Background: an optimization exercise with open tools, aiming at small area and a short achievable clock period. Do not read the settings as production practice. Function was checked by simulation only, so behaviour that the tests miss may differ from the original. Power figures rest on the tool's default switching activity, not on a simulated workload.

==> inputs of run a <==
## mem_access_unit
module mem_access_unit #(
    parameter int unsigned ADDR_W   = 16,
    parameter int unsigned DATA_W   = 16,
    parameter int unsigned DEPTH    = 256,
    parameter int unsigned WAIT_CYC = 2
) (
    input  logic              clk,
    input  logic              reset,
    input  logic [ADDR_W-1:0] addr,
    input  logic [DATA_W-1:0] wdata,
    input  logic              rd_req,
    input  logic              wr_req,
    output logic [DATA_W-1:0] rdata,
    output logic              busy,
    output logic              done,
    output logic              err
);
    localparam int unsigned AW = $clog2(DEPTH);
    localparam logic [3:0] WaitLoad = 4'(WAIT_CYC);
    typedef enum logic [1:0] {
        StIdle,
        StWait,
        StDone
    } state_e;
    state_e            state;
    logic [3:0]        cnt;
    logic [AW-1:0]     idx;
    logic [DATA_W-1:0] wdata_lat;
    logic              op_wr;
    logic              oor;
    logic              oor_next;
    logic              access_now;
    logic              mem_we;
    logic [DATA_W-1:0] mem [DEPTH];
    assign oor_next = |(addr >> AW);
    assign access_now = (state == StWait) && (cnt == 4'd0);
    assign mem_we     = access_now && op_wr && !oor && !reset;
    always_ff @(posedge clk) begin
        if (mem_we) begin
            mem[idx] <= wdata_lat;
        end
    end
    always_ff @(posedge clk) begin
        if (reset) begin
            state <= StIdle;
            cnt   <= 4'd0;
            busy  <= 1'b0;
            done  <= 1'b0;
            err   <= 1'b0;
            rdata <= '0;
            oor   <= 1'b0;
        end else begin
            unique case (state)
                StIdle: begin
  ...
==> module mem_access_unit, before the edit <==
module mem_access_unit #(
    parameter int unsigned ADDR_W   = 16,
    parameter int unsigned DATA_W   = 16,
    parameter int unsigned DEPTH    = 256,
    parameter int unsigned WAIT_CYC = 2
) (
    input  logic              clk,
    input  logic              reset,
    input  logic [ADDR_W-1:0] addr,
    input  logic [DATA_W-1:0] wdata,
    input  logic              rd_req,
    input  logic              wr_req,
    output logic [DATA_W-1:0] rdata,
    output logic              busy,
    output logic              done,
    output logic              err
);
    localparam int unsigned AW = $clog2(DEPTH);
    localparam logic [3:0] WaitLoad = 4'(WAIT_CYC);
    typedef enum logic [1:0] {
        StIdle,
        StWait,
        StDone
    } state_e;
    state_e            state;
    logic [3:0]        cnt;
    logic [AW-1:0]     idx;
    logic [DATA_W-1:0] wdata_lat;
    logic              op_wr;
    logic              oor;
    logic              oor_next;
    logic              access_now;
    logic              mem_we;
    logic [DATA_W-1:0] mem [DEPTH];
    assign oor_next = |(addr >> AW);
    assign access_now = (state == StWait) && (cnt == 4'd0);
    assign mem_we     = access_now && op_wr && !oor && !reset;
    always_ff @(posedge clk) begin
        if (mem_we) begin
            mem[idx] <= wdata_lat;
        end
    end
    always_ff @(posedge clk) begin
        if (reset) begin
            state <= StIdle;
            cnt   <= 4'd0;
            busy  <= 1'b0;
            done  <= 1'b0;
            err   <= 1'b0;
            rdata <= '0;
            oor   <= 1'b0;
        end else begin
            unique case (state)
                StIdle: begin
                    done <= 1'b0;
                    err  <= 1'b0;
                    if (rd_req || wr_req) begin
                        idx       <= addr[AW-1:0];
                        wdata_lat <= wdata;
                        op_wr     <= wr_req;
                        oor       <= oor_next;
                        cnt       <= WaitLoad;
                        busy      <= 1'b1;
                        state     <= StWait;
                    end
                end
                StWait: begin
                    if (cnt != 4'd0) begin
                        cnt <= cnt - 4'd1;
                    end else begin
                        if (!op_wr) begin
                            rdata <= oor ? '0 : mem[idx];
                        end
                        busy  <= 1'b0;
                        done  <= 1'b1;
                        err   <= oor;
                        state <= StDone;
                    end
                end
                StDone: begin
                    done  <= 1'b0;
                    err   <= 1'b0;
                    state <= StIdle;
                end
                default: begin
                    busy  <= 1'b0;
                    done  <= 1'b0;
                    err   <= 1'b0;
                    state <= StIdle;
                end
            endcase
        end
    end
endmodule
Settings: LEC_CHECK=0, CAP_MARGIN=20, CORE_MARGIN=2, CORE_UTILIZATION=40, SLEW_MARGIN=20; clock period 4.5 ns.
run.sh (not shown) runs the stock make flow with config.mk's settings and CLKGATE_MAP_FILE= SYNTH_SCRIPT=/design/flow/synth_recipe.tcl, a recipe that flattens the netlist after the stock synthesis.
==> inputs of run b, as changes to run a <==
==> flow/design.v (replaced) <==
module mem_access_unit #(
    parameter int unsigned ADDR_W   = 16,
    parameter int unsigned DATA_W   = 16,
    parameter int unsigned DEPTH    = 256,
    parameter int unsigned WAIT_CYC = 2
) (
    input  logic              clk,
    input  logic              reset,
    input  logic [ADDR_W-1:0] addr,
    input  logic [DATA_W-1:0] wdata,
    input  logic              rd_req,
    input  logic              wr_req,
    output logic [DATA_W-1:0] rdata,
    output logic              busy,
    output logic              done,
    output logic              err
);
    localparam int unsigned AW = $clog2(DEPTH);    
    localparam int unsigned HW = AW / 2;           
    localparam int unsigned NG = 1 << HW;          
    logic              w1, w2, w3;
    logic              idle;
    logic              accept;
    logic [AW-1:0]     idx;
    logic [DATA_W-1:0] wd;
    logic              op_wr;
    logic              oor;
    logic              oor_next;
    assign oor_next = |(addr >> AW);
    logic idle_q;
    assign idle   = idle_q;
    assign accept = idle && (rd_req || wr_req);
    always_ff @(posedge clk) begin
        if (reset) begin
            idle_q <= 1'b1;
            w1     <= 1'b0;
            w2     <= 1'b0;
            w3     <= 1'b0;
            busy   <= 1'b0;
            done   <= 1'b0;
            err    <= 1'b0;
        end else begin
            idle_q <= idle_q ? !(rd_req || wr_req) : !(w1 || w2 || w3);
            w1   <= accept;
            w2   <= w1;
            w3   <= w2;
            busy <= accept || w1 || w2;
            done <= w3;
            err  <= w3 && oor;
        end
    end
    always_ff @(posedge clk) begin
        if (idle) begin
            idx   <= addr[AW-1:0];
            wd    <= wdata;
            op_wr <= wr_req;
            oor   <= oor_next;
        end
    end
    logic [NG-1:0] hi_sel;    
    logic [NG-1:0] lo_sel [4];  
    logic [NG-1:0] lo_wr;     
    logic          wr_fire;
    assign wr_fire = w3 && op_wr && !oor && !reset;
    always_ff @(posedge clk) begin
        for (int g = 0; g < NG; g++) begin
            hi_sel[g] <= !oor && (idx[AW-1:HW] == HW'(g));
            for (int c = 0; c < 4; c++) lo_sel[c][g] <= (idx[HW-1:0] == HW'(g)) && (idx[AW-1:AW-2] == 2'(c));
            lo_wr[g]  <= wr_fire && (idx[HW-1:0] == HW'(g));
        end
    end
    logic [DATA_W-1:0] word_or [NG];
    for (genvar h = 0; h < NG; h++) begin : g_hi
        logic [DATA_W-1:0] grp_or;
        logic [DATA_W-1:0] terms [NG];
        for (genvar l = 0; l < NG; l++) begin : g_lo
            logic [DATA_W-1:0] q;
            always_ff @(posedge clk) begin
                if (hi_sel[h] && lo_wr[l]) begin
                    q <= wd;
                end
            end
            assign terms[l] = q & {DATA_W{lo_sel[h / 4][l]}};
        end
        always_comb begin
            grp_or = '0;
            for (int l = 0; l < NG; l++) grp_or = grp_or | terms[l];
        end
        assign word_or[h] = grp_or & {DATA_W{hi_sel[h]}};
    end
    localparam int unsigned NP = 4;
    logic [DATA_W-1:0] part_d [NP];
    logic [DATA_W-1:0] part [NP];
    always_comb begin
        for (int p = 0; p < NP; p++) begin
            part_d[p] = '0;
            for (int h = p * (NG / NP); h < (p + 1) * (NG / NP); h++) part_d[p] = part_d[p] | word_or[h];
        end
    end
    always_ff @(posedge clk) begin
        for (int p = 0; p < NP; p++) part[p] <= part_d[p];
    end
    logic [DATA_W-1:0] rd_word;
    always_comb begin
        rd_word = '0;
        for (int p = 0; p < NP; p++) rd_word = rd_word | part[p];
    end
    always_ff @(posedge clk) begin
        if (reset) begin
            rdata <= '0;
        end else if (w3 && !op_wr) begin
            rdata <= rd_word;
        end
    end
endmodule
- CORE_UTILIZATION: 40 -> 70
- CTS_CLUSTER_DIAMETER: default -> 100
- CTS_CLUSTER_SIZE: default -> 25
- SETUP_SLACK_MARGIN: default -> 2.4
==> notes.md <==
Run a produced a clean layout. Run b ran to the end with no violations.
Of run b and run a, run b has the higher register-to-register slack (gap 2.2 ns).
Of run a and run b, run a has the higher clock power (gap about 70%, measured against run b).
Of run b and run a, run b has the higher synthesized cell count (gap about 4%, measured against run a).
Between run a and run b, the lower global-route usage is in run a (gap 14 points).
In via count, run b and run a hardly differ.
Of run b and run a, run a has the higher power (gap 24%, measured against run a).
Of run b and run a, run b has the higher flip-flop and latch count (gap 150).
Cell area: run b is lower than run a (10%).

[what the ideal ports hide]
The flow's constraints put no driver on any port. The routed layouts listed below were extracted and timed again, unchanged, in two steps.
Step 1 assumes that a clkbuf_16 drives the clock port and a buf_2 every other input.
Step 2 also shifts input and output timing later by t, the mid clock arrival at the registers, as if the neighbouring blocks saw the same clock.
a / b / c = no drivers / after step 1 / after step 2; a / b = the first two.
run	t, ns	setup slack, ns	worst hold slack (ns)	clock arrival spread, ns	cell pins on the clock port's net
run a	1.072	0.130 / 0.130 / -0.391	0.489 / 0.417 / 0.499	0.060 / 0.060	1
run b	0.965	2.185 / 2.095 / 1.912	0.493 / 0.493 / 0.493	0.045 / 0.046	1
With both steps, setup timing fails in run a, where it was met with ideal ports. The setup slack of run a, which loses most, moves by 0.000 ns with the drivers and by -0.521 ns with both steps.
